This is an optimization exercise on Yosys and OpenROAD, whose aim is small area, not a production implementation.
Function was checked by simulation only, so behaviour that the tests miss may differ from the original.
Power figures rest on the tool's default switching activity, not on a simulated workload.

== before ==
==> flow/design.v <==
module ptr_ring_router_mc #(
  parameter int DATA_WIDTH = 128,
  parameter int NODE_NUM   = 128,
  parameter int NUM_CH     = 4,
  parameter int INJ_DEPTH  = 8,
  parameter int EJ_DEPTH   = 8
) (
  input  logic                                  clk,
  input  logic                                  rst,
  input  logic [NUM_CH-1:0]                     lastVld,
  input  logic [NUM_CH*$clog2(NODE_NUM)-1:0]    lastDestCnt,
  input  logic [NUM_CH*DATA_WIDTH-1:0]          lastDat,
  output logic [NUM_CH-1:0]                     nxtVld,
  output logic [NUM_CH*$clog2(NODE_NUM)-1:0]    nxtDestCnt,
  output logic [NUM_CH*DATA_WIDTH-1:0]          nxtDat,
  input  logic                                  l2rWr,
  input  logic [$clog2(NODE_NUM)-1:0]           l2rDest,
  input  logic [DATA_WIDTH-1:0]                 l2rDat,
  output logic                                  l2rFull,
  input  logic                                  r2lRd,
  output logic [DATA_WIDTH-1:0]                 r2lDat,
  output logic                                  r2lEmpty,
  output logic [7:0]                            dropCnt,
  output logic [15:0]                           defCnt
);
  localparam int CNT_W = $clog2(NODE_NUM);
  localparam int PW    = (NUM_CH > 1) ? $clog2(NUM_CH) : 1;
  localparam int IAW   = $clog2(INJ_DEPTH);
  localparam int EAW   = $clog2(EJ_DEPTH);
  localparam int IW    = CNT_W + DATA_WIDTH;
  logic [NUM_CH-1:0]            r_nxtVld;
  logic [NUM_CH*CNT_W-1:0]      r_nxtDestCnt;
  logic [NUM_CH*DATA_WIDTH-1:0] r_nxtDat;
  logic [IW-1:0]                r_injMem [INJ_DEPTH];   
  logic [IAW:0]                 r_injWp, r_injRp;
  logic [DATA_WIDTH-1:0]        r_ejMem [EJ_DEPTH];
  logic [EAW:0]                 r_ejWp, r_ejRp;
  logic [PW-1:0]                r_ejPtr, r_injPtr;
  logic [7:0]                   r_dropCnt;
  logic [15:0]                  r_defCnt;
  logic                         r_ejPopped;    
  logic [INJ_DEPTH-1:0]         r_injRsel;     
  logic [EJ_DEPTH-1:0]          r_ejRsel;      
  logic w_injEmpty, w_injFull, w_ejEmpty, w_ejFull;
  assign w_injEmpty = r_injWp == r_injRp;
  assign w_injFull  = (r_injWp ^ r_injRp) == {1'b1, {IAW{1'b0}}};
  assign w_ejEmpty  = r_ejWp == r_ejRp;
  assign w_ejFull   = (r_ejWp ^ r_ejRp) == {1'b1, {EAW{1'b0}}};
  logic w_injWr, w_drop, w_ejRd;
  assign w_injWr = l2rWr && !w_injFull && (l2rDest != '0);
  assign w_drop  = l2rWr && !w_injFull && (l2rDest == '0);
  assign w_ejRd  = r2lRd && !w_ejEmpty;
  logic [NUM_CH-1:0] w_cand;
  always_comb
    for (int i = 0; i < NUM_CH; i++)
      w_cand[i] = lastVld[i] && (lastDestCnt[i*CNT_W +: CNT_W] == '0);
  logic          w_ejAny;
  logic [PW-1:0] w_ejIdx;
  logic [NUM_CH-1:0] w_ejGnt;
  always_comb begin
    w_ejAny = 1'b0;
    w_ejIdx = '0;
    for (int k = 0; k < NUM_CH; k++) begin
      if (!w_ejAny && w_cand[(int'(r_ejPtr) + k) % NUM_CH]) begin
        w_ejAny = 1'b1;
        w_ejIdx = PW'((int'(r_ejPtr) + k) % NUM_CH);
      end
    end
    w_ejGnt = '0;
    w_ejGnt[w_ejIdx] = w_ejAny;
  end
  logic w_ejAcc;
  assign w_ejAcc = w_ejAny && (!w_ejFull || r2lRd);
  logic [NUM_CH-1:0] w_busy;
  assign w_busy = lastVld & ~(w_ejGnt & {NUM_CH{w_ejAcc}});
  logic          w_injAny;
  logic [PW-1:0] w_injIdx;
  logic [NUM_CH-1:0] w_injGnt;
  always_comb begin
    w_injAny = 1'b0;
    w_injIdx = '0;
    for (int k = 0; k < NUM_CH; k++) begin
      if (!w_injEmpty && !w_injAny &&
          !w_busy[(int'(r_injPtr) + k) % NUM_CH]) begin
        w_injAny = 1'b1;
        w_injIdx = PW'((int'(r_injPtr) + k) % NUM_CH);
      end
    end
    w_injGnt = '0;
    w_injGnt[w_injIdx] = w_injAny;
  end
  logic [IW-1:0]        w_injHead;
  always_comb begin
    w_injHead = '0;
    for (int k = 0; k < INJ_DEPTH; k++)
      w_injHead = w_injHead | (r_injMem[k] & {IW{r_injRsel[k]}});
  end
  logic [DATA_WIDTH-1:0] w_ejHead;
  always_comb begin
    w_ejHead = '0;
    for (int k = 0; k < EJ_DEPTH; k++)
      w_ejHead = w_ejHead | (r_ejMem[k] & {DATA_WIDTH{r_ejRsel[k]}});
  end
  logic [DATA_WIDTH-1:0] w_ejWd;
  always_comb begin
    w_ejWd = '0;
    for (int i = 0; i < NUM_CH; i++)
      w_ejWd = w_ejWd | (lastDat[i*DATA_WIDTH +: DATA_WIDTH] & {DATA_WIDTH{w_ejGnt[i]}});
  end
  logic [NUM_CH-1:0]            w_vld;
  logic [NUM_CH*CNT_W-1:0]      w_dc;
  logic [NUM_CH*DATA_WIDTH-1:0] w_dat;
  always_comb begin
    for (int i = 0; i < NUM_CH; i++) begin
      w_vld[i] = w_busy[i] || w_injGnt[i];
      w_dc[i*CNT_W +: CNT_W] = w_busy[i] ?
        lastDestCnt[i*CNT_W +: CNT_W] - CNT_W'(1) : w_injHead[IW-1 -: CNT_W];
      w_dat[i*DATA_WIDTH +: DATA_WIDTH] =
        (lastDat[i*DATA_WIDTH +: DATA_WIDTH] & {DATA_WIDTH{w_busy[i]}}) |
        (w_injHead[DATA_WIDTH-1:0] & {DATA_WIDTH{w_injGnt[i]}});
    end
  end
  always_ff @(posedge clk) begin
    r_nxtDestCnt <= w_dc;
    r_nxtDat     <= w_dat;
    for (int k = 0; k < INJ_DEPTH; k++)
      if (w_injWr && r_injWp[IAW-1:0] == IAW'(k))
        r_injMem[k] <= {l2rDest - CNT_W'(1), l2rDat};
    for (int k = 0; k < EJ_DEPTH; k++)
      if (w_ejAcc && r_ejWp[EAW-1:0] == EAW'(k))
        r_ejMem[k] <= w_ejWd;
  end
  logic [EAW:0]        w_ejWpN, w_ejRpN;
  logic                w_ejEmptyN, w_ejPoppedN;
  logic [EAW-1:0]      w_ejRaN;
  logic [EJ_DEPTH-1:0] w_ejRselN;
  always_comb begin
    w_ejWpN     = r_ejWp + (EAW+1)'(w_ejAcc);
    w_ejRpN     = r_ejRp + (EAW+1)'(w_ejRd);
    w_ejEmptyN  = w_ejWpN == w_ejRpN;
    w_ejPoppedN = r_ejPopped || w_ejRd;
    w_ejRaN     = w_ejRpN[EAW-1:0] - EAW'(w_ejEmptyN);
    w_ejRselN   = '0;
    w_ejRselN[w_ejRaN] = w_ejPoppedN || !w_ejEmptyN;
  end
  logic [2:0]  w_nDef;
  logic [16:0] w_defSum;
  always_comb begin
    w_nDef = 3'(w_cand[0]) + 3'(w_cand[1]) + 3'(w_cand[2]) + 3'(w_cand[3]) -
             3'(w_ejAcc);
    w_defSum = {1'b0, r_defCnt} + 17'(w_nDef);
  end
  always_ff @(posedge clk or negedge rst) begin
    if (!rst) begin
      r_nxtVld  <= '0;
      r_injWp   <= '0;
      r_injRp   <= '0;
      r_ejWp    <= '0;
      r_ejRp    <= '0;
      r_ejPtr   <= '0;
      r_injPtr  <= '0;
      r_dropCnt <= '0;
      r_defCnt  <= '0;
      r_ejPopped <= 1'b0;
      r_injRsel <= INJ_DEPTH'(1);
      r_ejRsel  <= '0;
    end else begin
      if (w_injAny) r_injRsel <= {r_injRsel[INJ_DEPTH-2:0], r_injRsel[INJ_DEPTH-1]};
      r_ejRsel <= w_ejRselN;
      r_nxtVld <= w_vld;
      if (w_injWr)  r_injWp <= r_injWp + (IAW+1)'(1);
      if (w_injAny) r_injRp <= r_injRp + (IAW+1)'(1);
      r_ejWp     <= w_ejWpN;
      r_ejRp     <= w_ejRpN;
      r_ejPopped <= w_ejPoppedN;
      if (w_ejAny)  r_ejPtr  <= w_ejIdx + PW'(1);
      if (w_injAny) r_injPtr <= w_injIdx + PW'(1);
      if (w_drop && (r_dropCnt != 8'hFF))
        r_dropCnt <= r_dropCnt + 8'd1;
      r_defCnt <= w_defSum[16] ? 16'hFFFF : w_defSum[15:0];
    end
  end
  assign nxtVld     = r_nxtVld;
  assign nxtDestCnt = r_nxtDestCnt;
  assign nxtDat     = r_nxtDat;
  assign l2rFull    = w_injFull;
  assign r2lEmpty   = w_ejEmpty;
  assign r2lDat     = w_ejHead;
  assign dropCnt    = r_dropCnt;
  assign defCnt     = r_defCnt;
endmodule
export LEC_CHECK = 0
export CAP_MARGIN = 10
export CORE_MARGIN = 2
export CORE_UTILIZATION = 60
export SLEW_MARGIN = 10
create_clock -name core_clock -period 5.5 [get_ports {clk}]
standard.sh (not shown) runs the stock make flow with config.mk's settings and CLKGATE_MAP_FILE= SYNTH_SCRIPT=/design/flow/synth_recipe.tcl, a recipe that flattens the netlist after the stock synthesis.
==> flow/flow/run.sh <==
#!/bin/bash
set -euo pipefail
cd "$(dirname "$0")/.."
rm -rf scripts_local
cp -r "$FLOW_HOME/scripts" scripts_local
cp flow/abc_area_map.script scripts_local/abc_speed.script
export SCRIPTS_DIR="$PWD/scripts_local"
export BUFFER_PORTS_ARGS="-buffer_cell sky130_fd_sc_hd__buf_1"
export CTS_ARGS="-sink_clustering_enable -repair_clock_nets -dont_use_dummy_load -buf_list {sky130_fd_sc_hd__clkbuf_8} -sink_clustering_size 14 -sink_clustering_max_diameter 50"
bash standard.sh finish > standard_flow.log 2>&1
==> flow/flow/abc_area_map.script <==
&get -n
&st
&syn2
&dch -f
&nf -a -R 1000
&mfs
&st
&dch -f
&nf -a -R 1000
&mfs
&put
## Diff of input files: after against before
# before
export LEC_CHECK = 0
export CAP_MARGIN = 10
export CORE_MARGIN = 2
export CORE_UTILIZATION = 60
export SLEW_MARGIN = 10
create_clock -name core_clock -period 5.5 [get_ports {clk}]
# after
export LEC_CHECK = 0
export CAP_MARGIN = 20
export CORE_MARGIN = 2
export CORE_UTILIZATION = 60
export SLEW_MARGIN = 20
create_clock -name core_clock -period 5.5 [get_ports {clk}]
==> flow/flow/abc_area_map.script <==
&get -n
&st
&syn2
&dch
&nf -a -R 1000
&st
&synch2
&nf -a -R 1000
&st
&dch -f
&nf -a -R 1000
&put
Findings:
- [compare] base=before new=after: number of instances in the placed design up about 2.6%, part of the total power dissipated in combinational logic grew by 7.1 points.
- Of after and before, the run reporting the higher ratio of routed vias to standard cells was before.
- Final setup slack of the worst path sits higher in after than in before.
- Of the two values seen for cell with the largest stage delay on the worst path, o21ai_0 was produced by before and fa_1 by after.
- Compared with before, in after non-clock buffer count shows no meaningful change, final area shows an increase of about 0.4%.

-- port drivers added, routing unchanged --
Ports are ideal in the flow. The routed layouts listed here were re-timed in OpenROAD.
Step 1: set_driving_cell puts a clkbuf_16 on clk and a buf_2 on each other input, an assumption about the parent block.
Step 2, shift: input delay + t, output delay - t, t = (earliest + latest rising clock arrival at the registers) / 2. This alone moves slack from input paths to output paths.
Slacks: no drivers / after step 1 / after step 2; pairs: no drivers / after step 1.
| run | t (ns) | setup slack, ns | latest minus earliest clock arrival (ns) |
|---|---|---|---|
| before | 0.999 | 0.381 / 0.438 / -0.561 | 0.107 / 0.108 |
| after | 0.996 | 0.556 / 0.556 / -0.320 | 0.077 / 0.077 |
Met with ideal ports but missed after step 2: setup timing in before and after. For before, which loses most, drivers alone change the setup slack by +0.057 ns; drivers and shift together by -0.942 ns.
